What follows belongs to an exercise in optimizing a design on an open flow for a short achievable clock period and few clock cycles per item; a production flow would make more cautious choices.
The RTL was checked by simulation tests, not by an equivalence proof against the original design.
No driver is modelled on the clock port, so clocking that relies on it looks cheaper here than on a real chip.
Power figures rest on the tool's default switching activity, not on a simulated workload.

==> run a <==
## session_table_idle_timeout_unit
module session_table_idle_timeout_unit
#(
    parameter int SLOTS = sttu_pkg::SLOTS_DEF
) (
    input  wire logic         i_clk,
    input  wire logic         i_rst_n,
    input  wire logic         i_cfg_valid,
    output logic              o_cfg_ready,
    input  wire logic [31:0]  i_cfg_data,       
    input  wire logic         i_s_axis_tvalid,
    output logic              o_s_axis_tready,
    input  wire logic [159:0] i_s_axis_tdata,   
    input  wire logic [2:0]   i_s_axis_tuser,   
    output logic              o_m_axis_tvalid,
    input  wire logic         i_m_axis_tready,
    output logic [15:0]       o_m_axis_tdata    
);
    localparam int TW = 2 * TOKEN_W;
    localparam int HW = TIME_W / 2;
    localparam int IW = $clog2(SLOTS);
    logic              r_rst;
    logic [TIME_W-1:0] r_timeout;
    localparam int RC_W     = 4;            
    localparam int RC_STEPS = TIME_W / RC_W;
    logic [RC_STEPS-1:0] r_rc;          
    always_ff @(posedge i_clk) begin
        r_rst <= !i_rst_n;
        if (i_rst_n && i_cfg_valid) begin
            r_timeout <= i_cfg_data;
        end else if (r_rst) begin
            r_timeout <= TIMEOUT_RESET;
        end
        if (r_rst) begin
            r_rc <= '0;
        end else begin
            r_rc <= (i_rst_n && i_cfg_valid) ? RC_STEPS'(1) : {r_rc[RC_STEPS-2:0], 1'b0};
        end
    end
    logic              nready;
    logic              acc;
    logic              s0_v;
    logic [CMD_W-1:0]  s0_cmd;
    logic [TIME_W-1:0] s0_now;
    logic [TW-1:0]     s0_tok;
    assign acc = i_rst_n && i_s_axis_tvalid && !nready;
    always_ff @(posedge i_clk) begin
        s0_v   <= acc;
        s0_cmd <= i_s_axis_tuser;
        s0_now <= i_s_axis_tdata[31:0];
        s0_tok <= {i_s_axis_tdata[95:32], i_s_axis_tdata[159:96]};
    end
    logic              q_v;
    logic [CMD_W-1:0]  q_cmd;
    logic [TIME_W-1:0] q_now;
    logic [TW-1:0]     q_tok;
  ...
export LEC_CHECK = 0
export ABC_CLOCK_PERIOD_IN_PS = 2500
export CAP_MARGIN = 30
export CORE_MARGIN = 2
export CORE_UTILIZATION = 40
export SLEW_MARGIN = 20
create_clock -name core_clock -period 9.0 [get_ports {i_clk}]
standard.sh (not shown) runs the stock make flow with config.mk's settings and CLKGATE_MAP_FILE= SYNTH_SCRIPT=/design/flow/synth_recipe.tcl, a recipe that flattens the netlist after the stock synthesis.
==> flow/flow/run.sh <==
#!/bin/bash
set -euo pipefail
MARGIN=6.6
export PRE_CTS_TCL="$PWD/flow/mytree.tcl"
export POST_CTS_TCL="$PWD/flow/mytree_post.tcl"
export CTS_ARGS="-clk_nets i_clk -sink_clustering_enable -repair_clock_nets"
bash standard.sh SETUP_SLACK_MARGIN=$MARGIN finish > standard_flow.log 2>&1
Other scripts of this flow, unchanged in this note and not shown: flow/flow/mytree.tcl, flow/flow/mytree_post.tcl
==> run b (differences from run a) <==
--- a/flow/design.v
+++ b/flow/design.v
@@ -200,11 +200,10 @@
     logic [TIME_W-1:0] q_now;
     logic [TW-1:0]     q_tok;
     logic [HW:0]       q_elo;           
     logic [PART_W*SLOTS-1:0] q_part;
     logic [PART_W-1:0] q_party, q_partz;
-    logic              q_zelt;          
     logic              c_v;
     logic              c_create, c_validate, c_destroy, c_dall, c_count;
     logic [TIME_W-1:0] c_now;
     logic [TIME_W-1:0] c_e;
     logic              c_wb;
@@ -307,11 +306,10 @@
         q_tok   <= s0_tok;
         q_elo   <= {1'b0, s0_now[HW-1:0]} + {1'b0, r_timeout[HW-1:0]};
         q_part  <= p_part;
         q_party <= p_party;
         q_partz <= p_partz;
-        q_zelt  <= (q_elo[HW-1:0] < s0_now[HW-1:0]);
     end
     logic [SLOTS-1:0] f_eq, f_lt, f_gt, f_nl;
     logic             y_eq, y_lt, y_gt, y_nl;
     logic             z_eq, z_lt, z_gt, z_nl, z_le;
     logic [HW:0]      p_ehi;
@@ -336,12 +334,11 @@
         .o_eq   (z_eq),
         .o_lt   (z_lt),
         .o_gt   (z_gt),
         .o_nl   ()
     );
-    assign z_le  = !((c_e[TIME_W-1:HW] < q_now[TIME_W-1:HW]) ||
-                     ((c_e[TIME_W-1:HW] == q_now[TIME_W-1:HW]) && q_zelt));
+    assign z_le  = !(c_e < q_now);
     assign z_nl  = c_wb ? (!z_lt || z_le) : (!z_lt && z_le);
     assign p_ehi = {1'b0, q_now[TIME_W-1:HW]} + {1'b0, r_timeout[TIME_W-1:HW]} + (HW+1)'(q_elo[HW]);
     always_ff @(posedge i_clk) begin
         if (r_rst) begin
             c_v <= 1'b0;
CORE_UTILIZATION = 50   (was 40)
==> run c (differences from run a) <==
--- a/flow/design.v
+++ b/flow/design.v
@@ -200,11 +200,10 @@
     logic [TIME_W-1:0] q_now;
     logic [TW-1:0]     q_tok;
     logic [HW:0]       q_elo;           
     logic [PART_W*SLOTS-1:0] q_part;
     logic [PART_W-1:0] q_party, q_partz;
-    logic              q_zelt;          
     logic              c_v;
     logic              c_create, c_validate, c_destroy, c_dall, c_count;
     logic [TIME_W-1:0] c_now;
     logic [TIME_W-1:0] c_e;
     logic              c_wb;
@@ -307,11 +306,10 @@
         q_tok   <= s0_tok;
         q_elo   <= {1'b0, s0_now[HW-1:0]} + {1'b0, r_timeout[HW-1:0]};
         q_part  <= p_part;
         q_party <= p_party;
         q_partz <= p_partz;
-        q_zelt  <= (q_elo[HW-1:0] < s0_now[HW-1:0]);
     end
     logic [SLOTS-1:0] f_eq, f_lt, f_gt, f_nl;
     logic             y_eq, y_lt, y_gt, y_nl;
     logic             z_eq, z_lt, z_gt, z_nl, z_le;
     logic [HW:0]      p_ehi;
@@ -336,12 +334,11 @@
         .o_eq   (z_eq),
         .o_lt   (z_lt),
         .o_gt   (z_gt),
         .o_nl   ()
     );
-    assign z_le  = !((c_e[TIME_W-1:HW] < q_now[TIME_W-1:HW]) ||
-                     ((c_e[TIME_W-1:HW] == q_now[TIME_W-1:HW]) && q_zelt));
+    assign z_le  = !(c_e < q_now);
     assign z_nl  = c_wb ? (!z_lt || z_le) : (!z_lt && z_le);
     assign p_ehi = {1'b0, q_now[TIME_W-1:HW]} + {1'b0, r_timeout[TIME_W-1:HW]} + (HW+1)'(q_elo[HW]);
     always_ff @(posedge i_clk) begin
         if (r_rst) begin
             c_v <= 1'b0;
==> flow/flow/run.sh (replaced) <==
#!/bin/bash
set -euo pipefail
MARGIN=6.3
export PRE_CTS_TCL="$PWD/flow/mytree.tcl"
export POST_CTS_TCL="$PWD/flow/mytree_post.tcl"
export CTS_ARGS="-clk_nets i_clk -sink_clustering_enable -repair_clock_nets"
bash standard.sh SETUP_SLACK_MARGIN=$MARGIN finish > standard_flow.log 2>&1
==> notes <==
- In run c the synthesized area is lower than in run a, by 0.52%.
- Sequential power is about the same in run b and run a.
- Via count: run a > run b > run c.
- Total power: run c < run b < run a.
- Combinational power is about the same in run b and run a.
- Between run b and run a, the lower setup slack is in run a (gap 0.13 ns).
- Of run a and run c, run a has the higher critical path depth (gap 10).
- Worst hold slack, highest first: run a, run b, run c.
- Between run b and run a, the lower synthesized cell count is in run b (gap 0.54%, measured against run a).
- In sequential cell count, run c and run b do not differ.
- First-iteration DRC count, lowest first: run b, run a, run c.
Testbench counts of run a, summed over its fixed seeds: cycles 4,840, items 4,800.
Testbench counts of run b, summed over its fixed seeds: cycles 4,840, items 4,800.
Testbench counts of run c, summed over its fixed seeds: cycles 4,840, items 4,800.

## what the ideal ports hide
The flow's constraints put no driver on any port. The routed layouts listed below were extracted and timed again, unchanged, in two steps. Step 1: set_driving_cell puts a clkbuf_16 on i_clk and a buf_2 on each other input, an assumption about the parent block. Step 2 adds t to the input delays and takes it off the output delays; t is the mean of the earliest and latest rising clock arrival at the registers after step 1. Input paths then give back, and output paths get back, about the clock's delay inside the block. a / b / c = no drivers / after step 1 / after step 2; a / b = the first two.
run | shift t [ns] | slack for setup (ns) | worst hold slack (ns) | slew at the worst register clock pin (ns) | cell pins on the clock port's net
run a | 0.799 | 5.974 / 5.866 / 5.890 | 0.340 / 0.341 / 0.341 | 0.11 / 0.11 | 4
run b | 0.797 | 6.104 / 5.924 / 5.639 | 0.331 / 0.331 / 0.331 | 0.10 / 0.10 | 4
run c | 0.823 | 6.116 / 5.898 / 5.950 | 0.326 / 0.326 / 0.326 | 0.11 / 0.11 | 4
After both steps every run listed still meets setup and hold. For run b, which loses most, drivers alone change the setup slack by -0.180 ns; drivers and shift together by -0.465 ns.
